What follows belongs to an exercise in optimizing a design on an open flow for small area, a short achievable clock period and few clock cycles per item; a production flow would make more cautious choices. Only simulation tests tie the RTL to the original design; equivalence was not proved. No activity file was given, so power comes from the tool's default toggle rates.

--- flow/config.mk ---
export PLATFORM = sky130hd
export DESIGN_NAME = fir_convolution_correlation_modes
export DESIGN_NICKNAME = fir_convolution_correlation_modes
export VERILOG_FILES = /design/flow/design.v
export SDC_FILE = /design/flow/constraint.sdc
export NUM_CORES = 4
export LEC_CHECK = 0
export CAP_MARGIN = 20
export CORE_MARGIN = 2
export CORE_UTILIZATION = 40
export SLEW_MARGIN = 20
--- flow/constraint.sdc ---
create_clock -name core_clock -period 8.0 [get_ports {clk_i}]
set_input_delay 1.6000 -clock core_clock [delete_from_list [all_inputs] [get_ports {clk_i}]]
set_output_delay 1.6000 -clock core_clock [all_outputs]
set_load 0.01 [all_outputs]
--- flow/design.v ---
`timescale 1ns / 1ps
package fccm_pkg;
  localparam int MAX_TAPS    = 32;
  localparam int SAMPLE_BITS = 16;
  localparam int RES_BITS  = 40;
  localparam int TAP_IDX_W = 5;
  localparam int SEEN_W    = 6;
  localparam int SEEN_MAX  = 63;
  localparam int REG_IDX_W = 2;
  localparam int CFG_W     = 6;
  localparam int MODE_W    = 2;
  localparam int KLEN_CFG_W = 6;
  localparam int KIDX_W = (MAX_TAPS > 1) ? $clog2(MAX_TAPS) : 1;
  localparam int KLEN_W = $clog2(MAX_TAPS + 1);
  localparam int PROD_W = 2 * SAMPLE_BITS;
  localparam int ACC_RAW_W = PROD_W + KIDX_W + 1;
  localparam int ACC_W = (ACC_RAW_W > RES_BITS) ? ACC_RAW_W : RES_BITS;
  localparam logic [REG_IDX_W-1:0] REG_CONV_MODE     = 2'd0;
  localparam logic [REG_IDX_W-1:0] REG_OPERATION     = 2'd1;
  localparam logic [REG_IDX_W-1:0] REG_KERNEL_LENGTH = 2'd2;
  localparam logic [MODE_W-1:0] MODE_FULL = 2'd0;
  localparam logic [MODE_W-1:0] MODE_SAME = 2'd1;
  localparam int MODE_VALID_BIT = 1;
  localparam logic OP_CONV = 1'b0;
  localparam logic OP_CORR = 1'b1;
  localparam logic CMD_TAP    = 1'b0;
  localparam logic CMD_SAMPLE = 1'b1;
  typedef enum logic [1:0] {
    ST_IDLE,
    ST_ISSUE,
    ST_WAIT,
    ST_OUT
  } ctrl_state_e;
  typedef struct packed {
    logic              tap_we;
    logic              shift_en;
    logic              hist_clr;
    logic              rd_en;
    logic              rd_first;
    logic              rd_last;
    logic [KIDX_W-1:0] hidx;
    logic [KIDX_W-1:0] kidx;
  } dp_cmd_t;
  typedef struct packed {
    logic sum_done;
  } dp_status_t;
endpackage
`timescale 1ns / 1ps
module fccm_dp (
  input  logic                                 clk_i,
  input  logic                                 rst_ni,
  input  fccm_pkg::dp_cmd_t                    cmd_i,
  input  logic [fccm_pkg::TAP_IDX_W-1:0]       tap_index_i,
  input  logic signed [fccm_pkg::SAMPLE_BITS-1:0] data_value_i,
  output fccm_pkg::dp_status_t                 status_o,
  output logic signed [fccm_pkg::RES_BITS-1:0] result_value_o
);
  localparam int RES_BITS_LO = fccm_pkg::RES_BITS - 1;
  logic signed [fccm_pkg::SAMPLE_BITS-1:0] kernel_mem [fccm_pkg::MAX_TAPS];
  logic signed [fccm_pkg::SAMPLE_BITS-1:0] hist_q [fccm_pkg::MAX_TAPS];
  logic signed [fccm_pkg::SAMPLE_BITS-1:0] tap_q, samp_q;
  logic signed [fccm_pkg::PROD_W-1:0]      prod_q;
  logic signed [fccm_pkg::ACC_W-1:0]       acc_q, acc_d;
  logic b_vld_q, b_first_q, b_last_q;
  logic c_vld_q, c_first_q, c_last_q;
  logic done_q;
  logic [fccm_pkg::ACC_W-RES_BITS_LO-1:0] top_bits;
  always_ff @(posedge clk_i) begin
    if (cmd_i.tap_we) begin
      kernel_mem[fccm_pkg::KIDX_W'(tap_index_i)] <= data_value_i;
    end
    tap_q <= kernel_mem[cmd_i.kidx];
  end
  always_ff @(posedge clk_i or negedge rst_ni) begin
    if (!rst_ni) begin
      for (int i = 0; i < fccm_pkg::MAX_TAPS; i++) hist_q[i] <= '0;
    end else if (cmd_i.hist_clr) begin
      for (int i = 0; i < fccm_pkg::MAX_TAPS; i++) hist_q[i] <= '0;
    end else if (cmd_i.shift_en) begin
      for (int i = fccm_pkg::MAX_TAPS - 1; i > 0; i--) hist_q[i] <= hist_q[i-1];
      hist_q[0] <= data_value_i;
    end
  end
  always_ff @(posedge clk_i) begin
    samp_q <= hist_q[cmd_i.hidx];
    prod_q <= tap_q * samp_q;
    if (c_vld_q) begin
      acc_q <= acc_d;
    end
  end
  always_comb begin
    acc_d = c_first_q ? fccm_pkg::ACC_W'(prod_q) : acc_q + fccm_pkg::ACC_W'(prod_q);
  end
  always_ff @(posedge clk_i or negedge rst_ni) begin
    if (!rst_ni) begin
      b_vld_q   <= 1'b0;
      b_first_q <= 1'b0;
      b_last_q  <= 1'b0;
      c_vld_q   <= 1'b0;
      c_first_q <= 1'b0;
      c_last_q  <= 1'b0;
      done_q    <= 1'b0;
    end else begin
      b_vld_q   <= cmd_i.rd_en;
      b_first_q <= cmd_i.rd_first;
      b_last_q  <= cmd_i.rd_last;
      c_vld_q   <= b_vld_q;
      c_first_q <= b_first_q;
      c_last_q  <= b_last_q;
      done_q    <= c_vld_q && c_last_q;
    end
  end
  assign status_o.sum_done = done_q;
  assign top_bits = acc_q[fccm_pkg::ACC_W-1:RES_BITS_LO];
  always_comb begin
    if ((&top_bits) || !(|top_bits)) begin
      result_value_o = acc_q[fccm_pkg::RES_BITS-1:0];
    end else begin
      result_value_o = {acc_q[fccm_pkg::ACC_W-1], {RES_BITS_LO{~acc_q[fccm_pkg::ACC_W-1]}}};
    end
  end
endmodule
`timescale 1ns / 1ps
module fccm_ctrl (
  input  logic                               clk_i,
  input  logic                               rst_ni,
  input  logic                               in_valid_i,
  output logic                               in_ready_o,
  input  logic                               cmd_i,
  input  logic [fccm_pkg::TAP_IDX_W-1:0]     tap_index_i,
  input  logic                               end_of_block_i,
  output logic                               out_valid_o,
  input  logic                               out_ready_i,
  output logic                               last_result_o,
  input  logic                               cfg_valid_i,
  output logic                               cfg_ready_o,
  input  logic [fccm_pkg::REG_IDX_W-1:0]     cfg_index_i,
  input  logic [fccm_pkg::CFG_W-1:0]         cfg_data_i,
  output fccm_pkg::dp_cmd_t                  cmd_o,
  input  fccm_pkg::dp_status_t               status_i
);
  fccm_pkg::ctrl_state_e state_q, state_d;
  logic [fccm_pkg::MODE_W-1:0]     conv_mode_q;
  logic                            operation_q;
  logic [fccm_pkg::KLEN_CFG_W-1:0] kernel_length_q;
  logic [fccm_pkg::KIDX_W-1:0] k_q, k_d, t_q, t_d, t_end_q, t_end_d;
  logic [fccm_pkg::SEEN_W-1:0] seen_q, seen_d;
  logic                        eob_q, eob_d;
  logic [fccm_pkg::KLEN_W-1:0] klen, klen_m1, half, kidx_full;
  logic [fccm_pkg::KIDX_W-1:0] last_t, t_start;
  logic valid_mode, same_mode, emit_any, pos_ge_half;
  logic in_acc, out_acc, k_at_end, t_at_end;
  always_ff @(posedge clk_i or negedge rst_ni) begin
    if (!rst_ni) begin
      conv_mode_q     <= fccm_pkg::MODE_FULL;
      operation_q     <= fccm_pkg::OP_CONV;
      kernel_length_q <= fccm_pkg::KLEN_CFG_W'(1);
    end else if (cfg_valid_i) begin
      case (cfg_index_i)
        fccm_pkg::REG_CONV_MODE:     conv_mode_q     <= cfg_data_i[fccm_pkg::MODE_W-1:0];
        fccm_pkg::REG_OPERATION:     operation_q     <= cfg_data_i[0];
        fccm_pkg::REG_KERNEL_LENGTH: kernel_length_q <= cfg_data_i[fccm_pkg::KLEN_CFG_W-1:0];
        default: ;
      endcase
    end
  end
  assign cfg_ready_o = 1'b1;
  always_comb begin
    if (kernel_length_q == '0) begin
      klen = fccm_pkg::KLEN_W'(1);
    end else if (int'(kernel_length_q) > fccm_pkg::MAX_TAPS) begin
      klen = fccm_pkg::KLEN_W'(fccm_pkg::MAX_TAPS);
    end else begin
      klen = fccm_pkg::KLEN_W'(kernel_length_q);
    end
  end
  assign klen_m1    = klen - fccm_pkg::KLEN_W'(1);
  assign half       = klen_m1 >> 1;
  assign valid_mode = conv_mode_q[fccm_pkg::MODE_VALID_BIT];
  assign same_mode  = !valid_mode && (conv_mode_q == fccm_pkg::MODE_SAME);
  assign pos_ge_half = int'(seen_q) >= int'(half);
  always_comb begin
    if (valid_mode) begin
      emit_any = int'(seen_q) >= int'(klen_m1);
      last_t   = '0;
    end else if (same_mode) begin
      emit_any = end_of_block_i || pos_ge_half;
      last_t   = fccm_pkg::KIDX_W'(half);
    end else begin
      emit_any = 1'b1;
      last_t   = fccm_pkg::KIDX_W'(klen_m1);
    end
    if (same_mode && !pos_ge_half) begin
      t_start = fccm_pkg::KIDX_W'(half - fccm_pkg::KLEN_W'(seen_q));
    end else begin
      t_start = '0;
    end
  end
  assign kidx_full = (operation_q == fccm_pkg::OP_CORR) ?
                     klen_m1 - fccm_pkg::KLEN_W'(k_q) : fccm_pkg::KLEN_W'(k_q);
  assign k_at_end  = fccm_pkg::KLEN_W'(k_q) == klen_m1;
  assign t_at_end  = t_q == t_end_q;
  assign in_ready_o    = state_q == fccm_pkg::ST_IDLE;
  assign out_valid_o   = state_q == fccm_pkg::ST_OUT;
  assign last_result_o = eob_q && t_at_end;
  assign in_acc        = in_valid_i && in_ready_o;
  assign out_acc       = out_valid_o && out_ready_i;
  always_ff @(posedge clk_i or negedge rst_ni) begin
    if (!rst_ni) begin
      state_q <= fccm_pkg::ST_IDLE;
      k_q     <= '0;
      t_q     <= '0;
      t_end_q <= '0;
      seen_q  <= '0;
      eob_q   <= 1'b0;
    end else begin
      state_q <= state_d;
      k_q     <= k_d;
      t_q     <= t_d;
      t_end_q <= t_end_d;
      seen_q  <= seen_d;
      eob_q   <= eob_d;
    end
  end
  always_comb begin
    state_d = state_q;
    k_d     = k_q;
    t_d     = t_q;
    t_end_d = t_end_q;
    seen_d  = seen_q;
    eob_d   = eob_q;
    cmd_o          = '0;
    cmd_o.hidx     = k_q - t_q;
    cmd_o.kidx     = fccm_pkg::KIDX_W'(kidx_full);
    cmd_o.rd_first = k_q == t_q;
    cmd_o.rd_last  = k_at_end;
    case (state_q)
      fccm_pkg::ST_IDLE: begin
        if (in_acc) begin
          if (cmd_i == fccm_pkg::CMD_TAP) begin
            cmd_o.tap_we = int'(tap_index_i) < fccm_pkg::MAX_TAPS;
          end else begin
            cmd_o.shift_en = 1'b1;
            if (int'(seen_q) < fccm_pkg::SEEN_MAX) begin
              seen_d = seen_q + fccm_pkg::SEEN_W'(1);
            end
            eob_d   = end_of_block_i;
            t_end_d = end_of_block_i ? last_t : '0;
            t_d     = t_start;
            k_d     = t_start;
            if (emit_any) begin
              state_d = fccm_pkg::ST_ISSUE;
            end else if (end_of_block_i) begin
              cmd_o.hist_clr = 1'b1;
              seen_d         = '0;
            end
          end
        end
      end
      fccm_pkg::ST_ISSUE: begin
        cmd_o.rd_en = 1'b1;
        if (k_at_end) begin
          state_d = fccm_pkg::ST_WAIT;
        end else begin
          k_d = k_q + fccm_pkg::KIDX_W'(1);
        end
      end
      fccm_pkg::ST_WAIT: begin
        if (status_i.sum_done) begin
          state_d = fccm_pkg::ST_OUT;
        end
      end
      fccm_pkg::ST_OUT: begin
        if (out_acc) begin
          if (t_at_end) begin
            if (eob_q) begin
              cmd_o.hist_clr = 1'b1;
              seen_d         = '0;
            end
            state_d = fccm_pkg::ST_IDLE;
          end else begin
            t_d     = t_q + fccm_pkg::KIDX_W'(1);
            k_d     = t_q + fccm_pkg::KIDX_W'(1);
            state_d = fccm_pkg::ST_ISSUE;
          end
        end
      end
      default: begin
        state_d = fccm_pkg::ST_IDLE;
      end
    endcase
  end
endmodule
`timescale 1ns / 1ps
module fir_convolution_correlation_modes (
  input  logic                                    clk_i,
  input  logic                                    rst_ni,
  input  logic                                    in_valid_i,
  output logic                                    in_ready_o,
  input  logic                                    cmd_i,
  input  logic [fccm_pkg::TAP_IDX_W-1:0]          tap_index_i,
  input  logic signed [fccm_pkg::SAMPLE_BITS-1:0] data_value_i,
  input  logic                                    end_of_block_i,
  output logic                                    out_valid_o,
  input  logic                                    out_ready_i,
  output logic signed [fccm_pkg::RES_BITS-1:0]    result_value_o,
  output logic                                    last_result_o,
  input  logic                                    cfg_valid_i,
  output logic                                    cfg_ready_o,
  input  logic [fccm_pkg::REG_IDX_W-1:0]          cfg_index_i,
  input  logic [fccm_pkg::CFG_W-1:0]              cfg_data_i
);
  fccm_pkg::dp_cmd_t    dp_cmd;
  fccm_pkg::dp_status_t dp_status;
  fccm_ctrl u_ctrl (
    .clk_i          (clk_i),
    .rst_ni         (rst_ni),
    .in_valid_i     (in_valid_i),
    .in_ready_o     (in_ready_o),
    .cmd_i          (cmd_i),
    .tap_index_i    (tap_index_i),
    .end_of_block_i (end_of_block_i),
    .out_valid_o    (out_valid_o),
    .out_ready_i    (out_ready_i),
    .last_result_o  (last_result_o),
    .cfg_valid_i    (cfg_valid_i),
    .cfg_ready_o    (cfg_ready_o),
    .cfg_index_i    (cfg_index_i),
    .cfg_data_i     (cfg_data_i),
    .cmd_o          (dp_cmd),
    .status_i       (dp_status)
  );
  fccm_dp u_dp (
    .clk_i          (clk_i),
    .rst_ni         (rst_ni),
    .cmd_i          (dp_cmd),
    .tap_index_i    (tap_index_i),
    .data_value_i   (data_value_i),
    .status_o       (dp_status),
    .result_value_o (result_value_o)
  );
endmodule
--- flow/run.sh ---
#!/bin/bash
# synth_recipe.tcl (not shown) runs the flow's synth.tcl, then flattens the netlist and writes it again
# the make line also repeats each setting of config.mk as NAME=value (left out here)
make -C /OpenROAD-flow-scripts/flow DESIGN_CONFIG=/design/flow/config.mk WORK_HOME=/design/flow/orfs CLKGATE_MAP_FILE= SYNTH_SCRIPT=/design/flow/synth_recipe.tcl finish
==> flow_summary.ini <==
[outcome]
status = finished clean

[clock_network]
cts.path.max_buffers = 3
cts_tree = done
cts_buffers = 132
post_cts_buffers = 0
clock_latency_ns = 0.79
cts_resized = 0
numClockSinks = 1168
cts_max_level = 4
holdBufCountCts = 0
root_buffer = clkbuf_16
path_clk_slew_ns = 0.06

[critical_path]
crit_buf_inv = 5
critPathTopFamily = adder cells
cp_slowest_stage_delay_ns = 0.75
cp_max_fo = 16
required_ns = 8.64
cp-start-kind = register
crit_chain = nand2_1 -> inv_1 -> fa_1 -> inv_1 -> fa_1 -> fa_1 -> inv_1 -> fa_1 -> fa_1 -> inv_1 -> fa_1 -> inv_1 -> ha_1 -> nand4_1 -> or3_1 -> o31ai_1 -> a41o_1 -> a41oi_1 -> a21oi_1 -> nor3_1 -> a211o_1
end_kind = register
worstReg2RegStart = u_dp.samp_q[1]$_DFF_P_
r2r_slack_ns = 1.22
r2r_end = u_dp.prod_q[30]$_DFF_P_
slowest_stage = dfxtp_1
critPathKind = register to register
r2r_cells = 21
cp_data_arrival_time_ns = 7.42
crit_top_cell = fa_1

[sta]
hold_ws_ns = 0.3496
slew_violations = 0
max_clock_freq_mhz = 147.6
rsz0062_at_grt = no
worst_pin_slew_ns = 1.153
tns_ns = 0
period_minus_slack_ns = 6.777
fin_skew_ns = 0.03220
fin_crit_sh = 0.8472
worst_slack_ns = 1.223
hold_viol = 0
setup_viol = 0
max-slew-margin-rel = 0.2272

[hold_path]
worstHoldPathCells = 0
hp-class = register to register
holdPathEnd = u_dp.c_first_q$_DFF_PN0_
hold_path_startpoint = u_dp.b_first_q$_DFF_PN0_

[logic_synthesis]
synth_seq_cells = 1168
syn_avg_cell_area_sq_um = 11.44
async_flop_share = 0.4726
synth_enable_flop_cells = 552
synth_cell_types = 88
synthesis.area_sq_mm = 0.06031
synth_seq_area_share = 0.5251
synth_warnings = 3
yosys_most_used_dff = edfxtp_1
synthCells = 5274

[floorplanning]
start_util = 0.4027
die_h_microns = 392.3
num_rows = 142
core_area_sq_mm = 0.1498
io_pins = 80
die_w_microns = 392.3
dieArea_sq_mm = 0.1539

[global_route]
antenna_found_initial = 8
grt_remaining_overflow = 0
grt_max_degree = 231
track_usage = 0.2148
grt_pass1_vias = 40640
grt_pass1_wl_mm = 251.7

[routing]
totalWireLength_mm = 165.1
wl_per_cell_microns = 22.29
ant_nets = 0
vias = 41130
drc = 0
drtIter0Drc = 4766
dr.pass1.iters = 7
routed_via_density = 5.551

[power]
p_total_w = 0.02320
leakagePower_nw = 27.14
ir_drop_v = 0.0003971
p_per_area_mw_per_mm2 = 341.5

[placed_design]
port_buffers = 78
pre_cts_slack_ns = 1.185
dp_hpwl_mm = 104.3
gp_congestion = 0.8788

[job]
cap_violations = 0

[layout]
final_nets = 5747
drive_gt1_frac = 0.1061
area.growth.synth_to_final_pct = 12.65
==> worst max-delay path by stage <==
stage	slack (ns)	cells past startpoint	end	startpoint
3_3_place_gp	1.32	21	u_dp.prod_q[30]$_DFF_P_	u_dp.samp_q[1]$_DFF_P_
2_1_floorplan	1.87	22	u_dp.prod_q[30]$_DFF_P_	u_dp.samp_q[7]$_DFF_P_
4_1_cts	1.16	21	u_dp.prod_q[30]$_DFF_P_	u_dp.samp_q[1]$_DFF_P_
3_5_place_dp	1.18	21	u_dp.prod_q[30]$_DFF_P_	u_dp.samp_q[1]$_DFF_P_
5_1_grt	0.80	21	u_dp.prod_q[30]$_DFF_P_	u_dp.samp_q[1]$_DFF_P_
6_report	1.22	21	u_dp.prod_q[30]$_DFF_P_	u_dp.samp_q[1]$_DFF_P_
==> cell usage in the layout, fill, tap and decap left out, types with 40 or more instances in the layout <==
| cell | Yosys | layout |
|---|---|---|
| a21o_1 | 40 | 40 |
| nor2_1 | 97 | 77 |
| ha_1 | 152 | 152 |
| mux4_2 | 160 | 160 |
| dfxtp_1 | 64 | 64 |
| a22o_1 | 81 | 81 |
| o21ai_0 | 82 | 80 |
| fa_1 | 266 | 266 |
| and2_1 | 130 | 130 |
| a221oi_1 | 86 | 86 |
| dfrtp_1 | 551 | 549 |
| a21oi_1 | 611 | 611 |
| clkbuf_16 | 0 | 136 |
| buf_4 | 8 | 93 |
| inv_1 | 328 | 328 |
| nand2_1 | 1245 | 1245 |
| xnor2_1 | 54 | 54 |
| clkdlybuf4s50_1 | 0 | 75 |
| edfxtp_1 | 552 | 552 |
==> layer usage <==
layer,routed length (microns),global-route usage,vias to the layer above,share of wire
li1,-,-,18480,-
met2,75200,0.3280,1516,0.46
met4,4207,0.06322,12,0.025
met5,69,0,-,0.00042
met1,72760,0.3088,20860,0.44
met3,12870,0.04446,254,0.078
==> kinds of logic after synthesis <==
group                      share of synthesized area
buffers and inverters                        0.04159
AOI/OAI and AO/OA                             0.1118
and+or+nand+nor                               0.1217
DFF                                           0.5251
xor gates and xnor gates                     0.01375
adders and majority gates                     0.1198
other                                     0.00006218
muxes                                        0.06614
==> stage by stage <==
step	utilization	std cells	instance area [sq um]
finish	0.4536	7408	67940
global route	0.4536	7406	67930
CTS	0.4534	7405	67910
detailed placement	0.4242	7174	63540
global placement	0.4240	7172	63510
floorplan	-	5276	60320
==> area by class of cell <==
| class | instances | area (sq um) |
|---|---|---|
| Fill cell | 13660 | 81840 |
| Sequential cell | 1168 | 31670 |
| Multi-Input combinational cell | 3478 | 26390 |
| Clock buffer | 177 | 3677 |
| Tap cell | 2016 | 2522 |
| Timing Repair Buffer | 185 | 1744 |
| Inverter | 328 | 1231 |
| Clock inverter | 54 | 694.4 |
| Antenna cell | 2 | 5.005 |
==> worst reg2reg max path, cell delays in order (launching register included) <==
cell	delay, ns
dfxtp_1	0.75
nand2_1	0.21
inv_1	0.16
fa_1	0.43
inv_1	0.09
fa_1	0.43
fa_1	0.52
inv_1	0.05
fa_1	0.52
fa_1	0.49
inv_1	0.05
fa_1	0.47
inv_1	0.04
ha_1	0.35
nand4_1	0.16
or3_1	0.39
o31ai_1	0.50
a41o_1	0.32
a41oi_1	0.16
a21oi_1	0.25
nor3_1	0.09
a211o_1	0.22
==> sequential cells by signal, indices dropped and copies added, names as in the netlist, 5 cells and up <==
name and count:
u_dp.prod_q 32, u_dp.samp_q 16, u_ctrl.seen_q 6, u_dp.acc_q 40
u_ctrl.kernel_length_q 6, u_dp.tap_q 16, u_ctrl.k_q 5, u_ctrl.t_q 5
u_dp.hist_q 512, u_dp.kernel_mem 512, u_ctrl.t_end_q 5
==> where the power goes <==
group / internal [W] / total [W] / switching [W]
registers: 0.00701 / 0.00776 / 0.000750
clock network: 0.00358 / 0.00613 / 0.00255
logic: 0.00347 / 0.00930 / 0.00584
total: 0.0141 / 0.0232 / 0.00914
==> cells in the mapped netlist (20+ instances only) <==
library cell     n  share of area
a21o_1          40         0.0050
a21oi_1        611          0.051
a221oi_1        86          0.012
a22o_1          81          0.012
a22oi_1         36         0.0045
and2_1         130          0.013
buf_2           73         0.0061
clkbuf_1       205          0.013
dfrtp_1        551           0.23
dfxtp_1         64          0.021
edfxtp_1       552           0.27
fa_1           266          0.088
ha_1           152          0.032
inv_1          328          0.020
mux2_2          28         0.0052
mux4_2         160          0.060
nand2_1       1245          0.077
nand2b_1        20         0.0021
nand3_1         34         0.0028
nand4_1         39         0.0040
nor2_1          97         0.0060
nor3_1          30         0.0025
o21ai_0         82         0.0068
xnor2_1         54         0.0078
xor2_1          27         0.0039
Testbench counts, summed over its fixed seeds: cycles 92,208, results 3,895.

port drivers added, routing unchanged:
No port has a modelled driver above. Below, the same layout with a new extraction and two added sets of constraints. Step 1: set_driving_cell puts a clkbuf_16 on clk_i and a buf_2 on each other input, an assumption about the parent block. Step 2 also shifts input and output timing later by t, the mid clock arrival at the registers, as if the neighbouring blocks saw the same clock. Three values: ideal, step 1, step 2; two values: the first two.
shift t [ns]: 0.843
setup slack, ns: 1.223 / 1.223 / 1.223
slew at the worst register clock pin (ns): 0.06 / 0.06
After both steps setup and hold are still met in this run. For this run, drivers alone change the setup slack by 0.000 ns; drivers and shift together by 0.000 ns.
